Background: an optimization exercise with open tools, aiming at small area. Do not read the settings as production practice. Only simulation tests tie the RTL to the original design; equivalence was not proved. Power is estimated from default activity; no workload was simulated.

==> inputs of trial 53 <==
==> flow/design.v <==
package rv32i_types;
    localparam int num_regs = 32;                    
    typedef logic [31:0] rv32i_word;                 
    typedef logic [4:0]  rv32i_reg;                  
    typedef enum logic [6:0] {
        op_lui   = 7'b0110111,
        op_auipc = 7'b0010111,
        op_jal   = 7'b1101111,
        op_jalr  = 7'b1100111,
        op_br    = 7'b1100011,
        op_load  = 7'b0000011,
        op_store = 7'b0100011,
        op_imm   = 7'b0010011,
        op_reg   = 7'b0110011,
        op_csr   = 7'b1110011                        
    } rv32i_opcode;
    typedef enum logic [2:0] {
        alu_add = 3'b000,
        alu_sll = 3'b001,
        alu_sra = 3'b010,
        alu_sub = 3'b011,
        alu_xor = 3'b100,
        alu_srl = 3'b101,
        alu_or  = 3'b110,
        alu_and = 3'b111
    } alu_ops;
    typedef enum logic [2:0] {
        beq  = 3'b000,
        bne  = 3'b001,
        blt  = 3'b100,
        bge  = 3'b101,
        bltu = 3'b110,
        bgeu = 3'b111
    } branch_funct3;
    typedef enum logic [2:0] {
        f3_add  = 3'b000,                            
        f3_sll  = 3'b001,
        f3_slt  = 3'b010,
        f3_sltu = 3'b011,
        f3_xor  = 3'b100,
        f3_sr   = 3'b101,                            
        f3_or   = 3'b110,
        f3_and  = 3'b111
    } arith_funct3;
    typedef enum logic [2:0] {
        f3_lb  = 3'b000,
        f3_lh  = 3'b001,
        f3_lw  = 3'b010,
        f3_lbu = 3'b100,
        f3_lhu = 3'b101
    } load_funct3;
    typedef enum logic [2:0] {
        f3_sb = 3'b000,
        f3_sh = 3'b001,
        f3_sw = 3'b010
    } store_funct3;
    typedef enum logic {
        alumux1_rs1 = 1'b0,
        alumux1_pc  = 1'b1
    } alumux1_sel_t;
    typedef enum logic [2:0] {
        alumux2_i_imm = 3'd0,
        alumux2_u_imm = 3'd1,
        alumux2_b_imm = 3'd2,
        alumux2_s_imm = 3'd3,
        alumux2_j_imm = 3'd4,
        alumux2_rs2   = 3'd5
    } alumux2_sel_t;
    typedef enum logic [3:0] {
        rf_alu_out  = 4'd0,
        rf_br_en    = 4'd1,                          
        rf_u_imm    = 4'd2,
        rf_lw       = 4'd3,
        rf_pc_plus4 = 4'd4,
        rf_lb       = 4'd5,
        rf_lbu      = 4'd6,
        rf_lh       = 4'd7,
        rf_lhu      = 4'd8
    } regfilemux_sel_t;
    typedef enum logic {
        cmpmux_rs2   = 1'b0,
        cmpmux_i_imm = 1'b1
    } cmpmux_sel_t;
    typedef struct packed {
        rv32i_opcode     opcode;
        alu_ops          aluop;
        branch_funct3    cmpop;
        alumux1_sel_t    alumux1_sel;
        alumux2_sel_t    alumux2_sel;
        regfilemux_sel_t regfilemux_sel;
        cmpmux_sel_t     cmpmux_sel;
        logic            load_regfile;
        logic            mem_read;
        logic            mem_write;
        logic [3:0]      mem_byte_enable;            
    } rv32i_control_word;
    typedef struct packed {
        rv32i_word         pc;
        rv32i_word         i_imm;
        rv32i_word         s_imm;
        rv32i_word         b_imm;
        rv32i_word         u_imm;
        rv32i_word         j_imm;
        rv32i_word         rs1;                      
        rv32i_word         rs2;
        rv32i_reg          rd;
        logic [2:0]        funct3;
        rv32i_control_word ctrl;
        logic              valid;
    } stage_regs;
endpackage
`timescale 1ns/100ps
package rv32i_ir;
    function automatic rv32i_types::rv32i_word i_imm(input rv32i_types::rv32i_word in);
        i_imm = {{21{in[31]}}, in[30:20]};
    endfunction
    function automatic rv32i_types::rv32i_word s_imm(input rv32i_types::rv32i_word in);
        s_imm = {{21{in[31]}}, in[30:25], in[11:7]};
    endfunction
    function automatic rv32i_types::rv32i_word b_imm(input rv32i_types::rv32i_word in);
        b_imm = {{20{in[31]}}, in[7], in[30:25], in[11:8], 1'b0};
    endfunction
    function automatic rv32i_types::rv32i_word u_imm(input rv32i_types::rv32i_word in);
        u_imm = {in[31:12], 12'h000};
    endfunction
    function automatic rv32i_types::rv32i_word j_imm(input rv32i_types::rv32i_word in);
        j_imm = {{12{in[31]}}, in[19:12], in[20], in[30:21], 1'b0};
    endfunction
endpackage
`timescale 1ns/100ps
package rv32i_ctrl;
    function automatic rv32i_types::rv32i_control_word control(
        input rv32i_types::rv32i_opcode opcode,
        input logic [2:0]               funct3,
        input logic [6:0]               funct7
    );
        rv32i_types::rv32i_control_word c;
        c        = '0;                                
        c.opcode = opcode;                            
        case (opcode)
            rv32i_types::op_lui: begin
                c.load_regfile   = 1'b1;
                c.regfilemux_sel = rv32i_types::rf_u_imm;
            end
            rv32i_types::op_auipc: begin
                c.aluop          = rv32i_types::alu_add;
                c.alumux1_sel    = rv32i_types::alumux1_pc;
                c.alumux2_sel    = rv32i_types::alumux2_u_imm;
                c.load_regfile   = 1'b1;
                c.regfilemux_sel = rv32i_types::rf_alu_out;
            end
            rv32i_types::op_jal: begin
                c.aluop          = rv32i_types::alu_add;     
                c.alumux1_sel    = rv32i_types::alumux1_pc;
                c.alumux2_sel    = rv32i_types::alumux2_j_imm;
                c.load_regfile   = 1'b1;
                c.regfilemux_sel = rv32i_types::rf_pc_plus4;   
            end
            rv32i_types::op_jalr: begin
                c.aluop          = rv32i_types::alu_add;     
                c.alumux1_sel    = rv32i_types::alumux1_rs1;
                c.alumux2_sel    = rv32i_types::alumux2_i_imm;
                c.load_regfile   = 1'b1;
                c.regfilemux_sel = rv32i_types::rf_pc_plus4;
            end
            rv32i_types::op_br: begin
                c.aluop       = rv32i_types::alu_add;        
                c.alumux1_sel = rv32i_types::alumux1_pc;
                c.alumux2_sel = rv32i_types::alumux2_b_imm;
                c.cmpop       = rv32i_types::branch_funct3'(funct3);
                c.cmpmux_sel  = rv32i_types::cmpmux_rs2;
            end
            rv32i_types::op_load: begin
                c.aluop        = rv32i_types::alu_add;       
                c.alumux2_sel  = rv32i_types::alumux2_i_imm;
                c.mem_read     = 1'b1;
                c.load_regfile = 1'b1;
                case (funct3)
                    rv32i_types::f3_lb: begin
                        c.regfilemux_sel  = rv32i_types::rf_lb;
                        c.mem_byte_enable = 4'b0001;
                    end
                    rv32i_types::f3_lbu: begin
                        c.regfilemux_sel  = rv32i_types::rf_lbu;
                        c.mem_byte_enable = 4'b0001;
                    end
                    rv32i_types::f3_lh: begin
                        c.regfilemux_sel  = rv32i_types::rf_lh;
                        c.mem_byte_enable = 4'b0011;
                    end
                    rv32i_types::f3_lhu: begin
                        c.regfilemux_sel  = rv32i_types::rf_lhu;
                        c.mem_byte_enable = 4'b0011;
                    end
                    default: begin                               
                        c.regfilemux_sel  = rv32i_types::rf_lw;
                        c.mem_byte_enable = 4'b1111;
                    end
                endcase
            end
            rv32i_types::op_store: begin
                c.aluop       = rv32i_types::alu_add;        
                c.alumux2_sel = rv32i_types::alumux2_s_imm;
                c.mem_write   = 1'b1;
                case (funct3)
                    rv32i_types::f3_sb: c.mem_byte_enable = 4'b0001;
                    rv32i_types::f3_sh: c.mem_byte_enable = 4'b0011;
                    default:            c.mem_byte_enable = 4'b1111;
                endcase
            end
            rv32i_types::op_imm, rv32i_types::op_reg: begin
                c.load_regfile   = 1'b1;
                c.regfilemux_sel = rv32i_types::rf_alu_out;
                c.alumux2_sel    = (opcode == rv32i_types::op_reg) ?
                                      rv32i_types::alumux2_rs2 :
                                      rv32i_types::alumux2_i_imm;
                c.cmpmux_sel     = (opcode == rv32i_types::op_reg) ?
                                      rv32i_types::cmpmux_rs2 :
                                      rv32i_types::cmpmux_i_imm;
                case (funct3)
                    rv32i_types::f3_add: begin
                        c.aluop = (opcode == rv32i_types::op_reg && funct7[5]) ?
                                     rv32i_types::alu_sub : rv32i_types::alu_add;
                    end
                    rv32i_types::f3_sr: begin
                        c.aluop = funct7[5] ? rv32i_types::alu_sra :
                                                 rv32i_types::alu_srl;
                    end
                    rv32i_types::f3_slt: begin
                        c.cmpop          = rv32i_types::blt;   
                        c.regfilemux_sel = rv32i_types::rf_br_en;
                    end
                    rv32i_types::f3_sltu: begin
                        c.cmpop          = rv32i_types::bltu;
                        c.regfilemux_sel = rv32i_types::rf_br_en;
                    end
                    default: c.aluop = rv32i_types::alu_ops'(funct3);   
                endcase
            end
            default: ;                                   
        endcase
        control = c;
    endfunction
endpackage
`timescale 1ns/100ps
module rf_aoi222 (
    input  logic [2:0] a,
    input  logic [2:0] b,
    output logic       y
);
    assign y = ~|(a & b);
endmodule
module rf_nand2 (
    input  logic a,
    input  logic b,
    output logic y
);
    assign y = ~(a & b);
endmodule
module rf_nand12 (
    input  logic [11:0] n,
    output logic        y
);
    assign y = ~&n;
endmodule
module rf_read_bit (
    input  logic [31:0] sel,
    input  logic [31:0] d,
    output logic        y
);
    logic [11:0] n;
    for (genvar g = 0; g < 10; g++) begin : g_aoi
        rf_aoi222 u_aoi (
            .a (sel[3*g +: 3]),
            .b (d[3*g +: 3]),
            .y (n[g])
        );
    end
    for (genvar g = 10; g < 12; g++) begin : g_nand
        rf_nand2 u_nand (
            .a (sel[20 + g]),
            .b (d[20 + g]),
            .y (n[g])
        );
    end
    rf_nand12 u_or (
        .n (n),
        .y (y)
    );
endmodule
`timescale 1ns/100ps
module decode (
    input  logic         clk,
    input  logic         rst_n,
    input  logic [31:0]  rdata_a,      
    input  logic [31:0]  pc,           
    input  logic         resp_a,       
    input  logic         resp_b,       
    input  logic [31:0]  cache_out,    
    input  logic         ld_regfile,   
    input  logic [4:0]   rd,           
    output logic [293:0] regs_out      
);
    logic                           load_all;
    assign load_all = resp_a | resp_b;            
    rv32i_types::rv32i_word         rf_data [1:31];
    logic [31:1]                    rf_written;
    logic [31:1]                    rf_we;
    always_comb begin
        for (int k = 1; k < 32; k++) begin
            rf_we[k] = ld_regfile && (rd == 5'(k));
        end
    end
    always_ff @(posedge clk or negedge rst_n) begin
        if (!rst_n) begin
            rf_written <= '0;
        end else begin
            rf_written <= rf_written | rf_we;
        end
    end
    always_ff @(posedge clk) begin
        for (int k = 1; k < 32; k++) begin
            if (rf_we[k]) rf_data[k] <= cache_out;
        end
    end
    rv32i_types::rv32i_word         pc_q;
    rv32i_types::rv32i_word         instr_q;
    rv32i_types::rv32i_word         rs1_q;
    rv32i_types::rv32i_word         rs2_q;
    logic                           valid_q;
    rv32i_types::rv32i_word         rs1_d;
    rv32i_types::rv32i_word         rs2_d;
    logic [31:0]                    sel_a;
    logic [31:0]                    sel_b;
    always_comb begin
        sel_a[0] = !load_all;
        sel_b[0] = !load_all;
        for (int k = 1; k < 32; k++) begin
            sel_a[k] = load_all && rf_written[k] && (rdata_a[19:15] == 5'(k));
            sel_b[k] = load_all && rf_written[k] && (rdata_a[24:20] == 5'(k));
        end
    end
    for (genvar j = 0; j < 32; j++) begin : g_rd
        logic [31:0] da;
        logic [31:0] db;
        always_comb begin
            da[0] = rs1_q[j];
            db[0] = rs2_q[j];
            for (int k = 1; k < 32; k++) begin
                da[k] = rf_data[k][j];
                db[k] = rf_data[k][j];
            end
        end
        rf_read_bit u_a (.sel(sel_a), .d(da), .y(rs1_d[j]));
        rf_read_bit u_b (.sel(sel_b), .d(db), .y(rs2_d[j]));
    end
    always_ff @(posedge clk or negedge rst_n) begin
        if (!rst_n) begin
            rs1_q <= '0;
            rs2_q <= '0;
        end else begin
            rs1_q <= rs1_d;
            rs2_q <= rs2_d;
        end
    end
    always_ff @(posedge clk or negedge rst_n) begin
        if (!rst_n) begin
            pc_q    <= '0;
            instr_q <= '0;
            valid_q <= 1'b0;
        end else if (load_all) begin
            pc_q    <= pc;
            instr_q <= rdata_a;
            valid_q <= 1'b1;
        end
    end
    rv32i_types::stage_regs         stage;
    always_comb begin
        stage        = '0;
        stage.pc     = pc_q;
        stage.i_imm  = rv32i_ir::i_imm(instr_q);
        stage.s_imm  = rv32i_ir::s_imm(instr_q);
        stage.b_imm  = rv32i_ir::b_imm(instr_q);
        stage.u_imm  = rv32i_ir::u_imm(instr_q);
        stage.j_imm  = rv32i_ir::j_imm(instr_q);
        stage.rs1    = rs1_q;
        stage.rs2    = rs2_q;
        stage.rd     = instr_q[11:7];
        stage.funct3 = instr_q[14:12];
        stage.ctrl   = rv32i_ctrl::control(rv32i_types::rv32i_opcode'(instr_q[6:0]),
                                           instr_q[14:12], instr_q[31:25]);
        stage.valid  = valid_q;
    end
    assign regs_out = stage;
endmodule
==> flow/flow/run.sh <==
#!/bin/bash
# Standard layout (standard.sh: the ORFS flow, from synthesis to the
# final DEF) with these ORFS settings changed:
#  - the port buffers are the smallest buffer cell instead of a delay cell;
#  - clock tree synthesis uses clkbuf_4 cells, sink clusters of at most 10 and no
#    dummy loads.
# The synthesis, floorplan, power grid, tap cells and routing are standard.
set -o pipefail
cp standard.sh standard_sh.txt
export BUFFER_PORTS_ARGS="-buffer_cell sky130_fd_sc_hd__buf_1"
export CTS_ARGS="-sink_clustering_enable -repair_clock_nets -dont_use_dummy_load -buf_list sky130_fd_sc_hd__clkbuf_4 -sink_clustering_size 10 -sink_clustering_max_diameter 35"
bash standard.sh > standard.log 2>&1
==> flow/standard.sh <==
#!/bin/bash
# synth_recipe.tcl (not shown) runs the flow's synth.tcl, then flattens the netlist and writes it again
# the make line also repeats each setting of config.mk as NAME=value (left out here)
make -C /OpenROAD-flow-scripts/flow DESIGN_CONFIG=/design/flow/config.mk WORK_HOME=/design/flow/orfs CLKGATE_MAP_FILE= SYNTH_SCRIPT=/design/flow/synth_recipe.tcl "${@:-finish}"
==> flow/config.mk <==
export PLATFORM = sky130hd
export DESIGN_NAME = decode
export DESIGN_NICKNAME = decode
export VERILOG_FILES = /design/flow/design.v
export SDC_FILE = /design/flow/constraint.sdc
export NUM_CORES = 4
export LEC_CHECK = 0
export CAP_MARGIN = 20
export CORE_MARGIN = 2
export CORE_UTILIZATION = 70
export SLEW_MARGIN = 20
export SYNTH_HIERARCHICAL = 1
==> flow/constraint.sdc <==
create_clock -name core_clock -period 5.0 [get_ports {clk}]
set_input_delay 1.0000 -clock core_clock [delete_from_list [all_inputs] [get_ports {clk}]]
set_output_delay 1.0000 -clock core_clock [all_outputs]
set_load 0.01 [all_outputs]
==> trial 74: changes against trial 53 <==
==> flow/flow/run.sh (replaced) <==
#!/bin/bash
# Standard layout (standard.sh: the ORFS flow, from synthesis to the
# final DEF) with these ORFS settings changed:
#  - the port buffers are the smallest buffer cell instead of a delay cell;
#  - clock tree synthesis uses clkbuf_8 cells, larger sink clusters and no
#    dummy loads.
# The synthesis, floorplan, power grid, tap cells and routing are standard.
set -o pipefail
cp standard.sh standard_sh.txt
export BUFFER_PORTS_ARGS="-buffer_cell sky130_fd_sc_hd__buf_1"
export CTS_ARGS="-sink_clustering_enable -repair_clock_nets -dont_use_dummy_load -buf_list sky130_fd_sc_hd__clkbuf_8 -sink_clustering_size 16 -sink_clustering_max_diameter 45"
bash standard.sh > standard.log 2>&1
--- a/flow/config.mk
+++ b/flow/config.mk
@@ -7,6 +7,6 @@
 export LEC_CHECK = 0
 export CAP_MARGIN = 20
 export CORE_MARGIN = 2
-export CORE_UTILIZATION = 70
+export CORE_UTILIZATION = 60
 export SLEW_MARGIN = 20
 export SYNTH_HIERARCHICAL = 1
==> trial 82: changes against trial 53 <==
==> flow/flow/run.sh (replaced) <==
#!/bin/bash
# Standard layout (standard.sh: the ORFS flow, from synthesis to the
# final DEF) with these ORFS settings changed:
#  - the port buffers are the smallest buffer cell instead of a delay cell;
#  - clock tree synthesis uses clkbuf_8 cells, larger sink clusters and no
#    dummy loads.
# The synthesis, floorplan, power grid, tap cells and routing are standard.
set -o pipefail
cp standard.sh standard_sh.txt
export BUFFER_PORTS_ARGS="-buffer_cell sky130_fd_sc_hd__buf_1"
export CTS_ARGS="-sink_clustering_enable -repair_clock_nets -dont_use_dummy_load -buf_list sky130_fd_sc_hd__clkbuf_8 -sink_clustering_size 16 -sink_clustering_max_diameter 45"
bash standard.sh > standard.log 2>&1
--- a/flow/config.mk
+++ b/flow/config.mk
@@ -5,8 +5,8 @@
 export SDC_FILE = /design/flow/constraint.sdc
 export NUM_CORES = 4
 export LEC_CHECK = 0
-export CAP_MARGIN = 20
+export CAP_MARGIN = 0
 export CORE_MARGIN = 2
 export CORE_UTILIZATION = 70
-export SLEW_MARGIN = 20
+export SLEW_MARGIN = 0
 export SYNTH_HIERARCHICAL = 1
==> summary of the runs <==
Trial 82 finished but failed the layout checks on capacitance limit, slew limit. Trial 74 ran to the end with no violations. Trial 53 completed with no timing, DRC or antenna violations.
Between trial 82 and trial 53, the lower critical path depth is in trial 53 (gap 4).
Final cell count: trial 82 < trial 53 < trial 74.
Fmax: trial 82 > trial 53 > trial 74.
Between trial 53 and trial 74, the lower power is in trial 53 (gap about 6%, measured against trial 74).
Wire length: trial 53 < trial 82 < trial 74.
Clock power: trial 74 > trial 82 > trial 53.
The highest sequential share of layout area belongs to trial 53, the lowest to trial 74.
First-iteration DRC count: trial 53 is lower than trial 82 (2.9%).
In flip-flop and latch count, trial 74 and trial 82 do not differ.
The lowest clock-buffer cell count belongs to trial 82, the highest to trial 53.

separate check: timing with driven ports:
In the flow no input, the clock included, has a driving cell. The finished layouts below were timed again as built, in two steps.
Step 1, drivers: a clkbuf_16 drives clk and a buf_2 each remaining input, both assumed.
Step 2 moves the port delays by t, midway between the first and last clock arrival at a register: inputs arrive t later, outputs are due t later. That takes back most of the time a late clock gives input paths.
Slacks: no drivers / after step 1 / after step 2; pairs: no drivers / after step 1.
| run | t, ns | slack for setup (ns) | worst setup path at the end | latest minus earliest clock arrival (ns) | worst data-port slew with drivers (ns) |
|---|---|---|---|---|---|
| trial 53 | 1.079 | 1.308 / 1.247 / 0.582 | input to register | 0.107 / 0.107 | 0.14 |
| trial 74 | 0.837 | 1.289 / 1.337 / 0.500 | input to register | 0.085 / 0.085 | 0.15 |
| trial 82 | 0.812 | 1.396 / 1.433 / 0.620 | input to register | 0.070 / 0.071 | 0.13 |
For trial 74, which loses most, drivers alone change the setup slack by +0.048 ns; drivers and shift together by -0.789 ns.
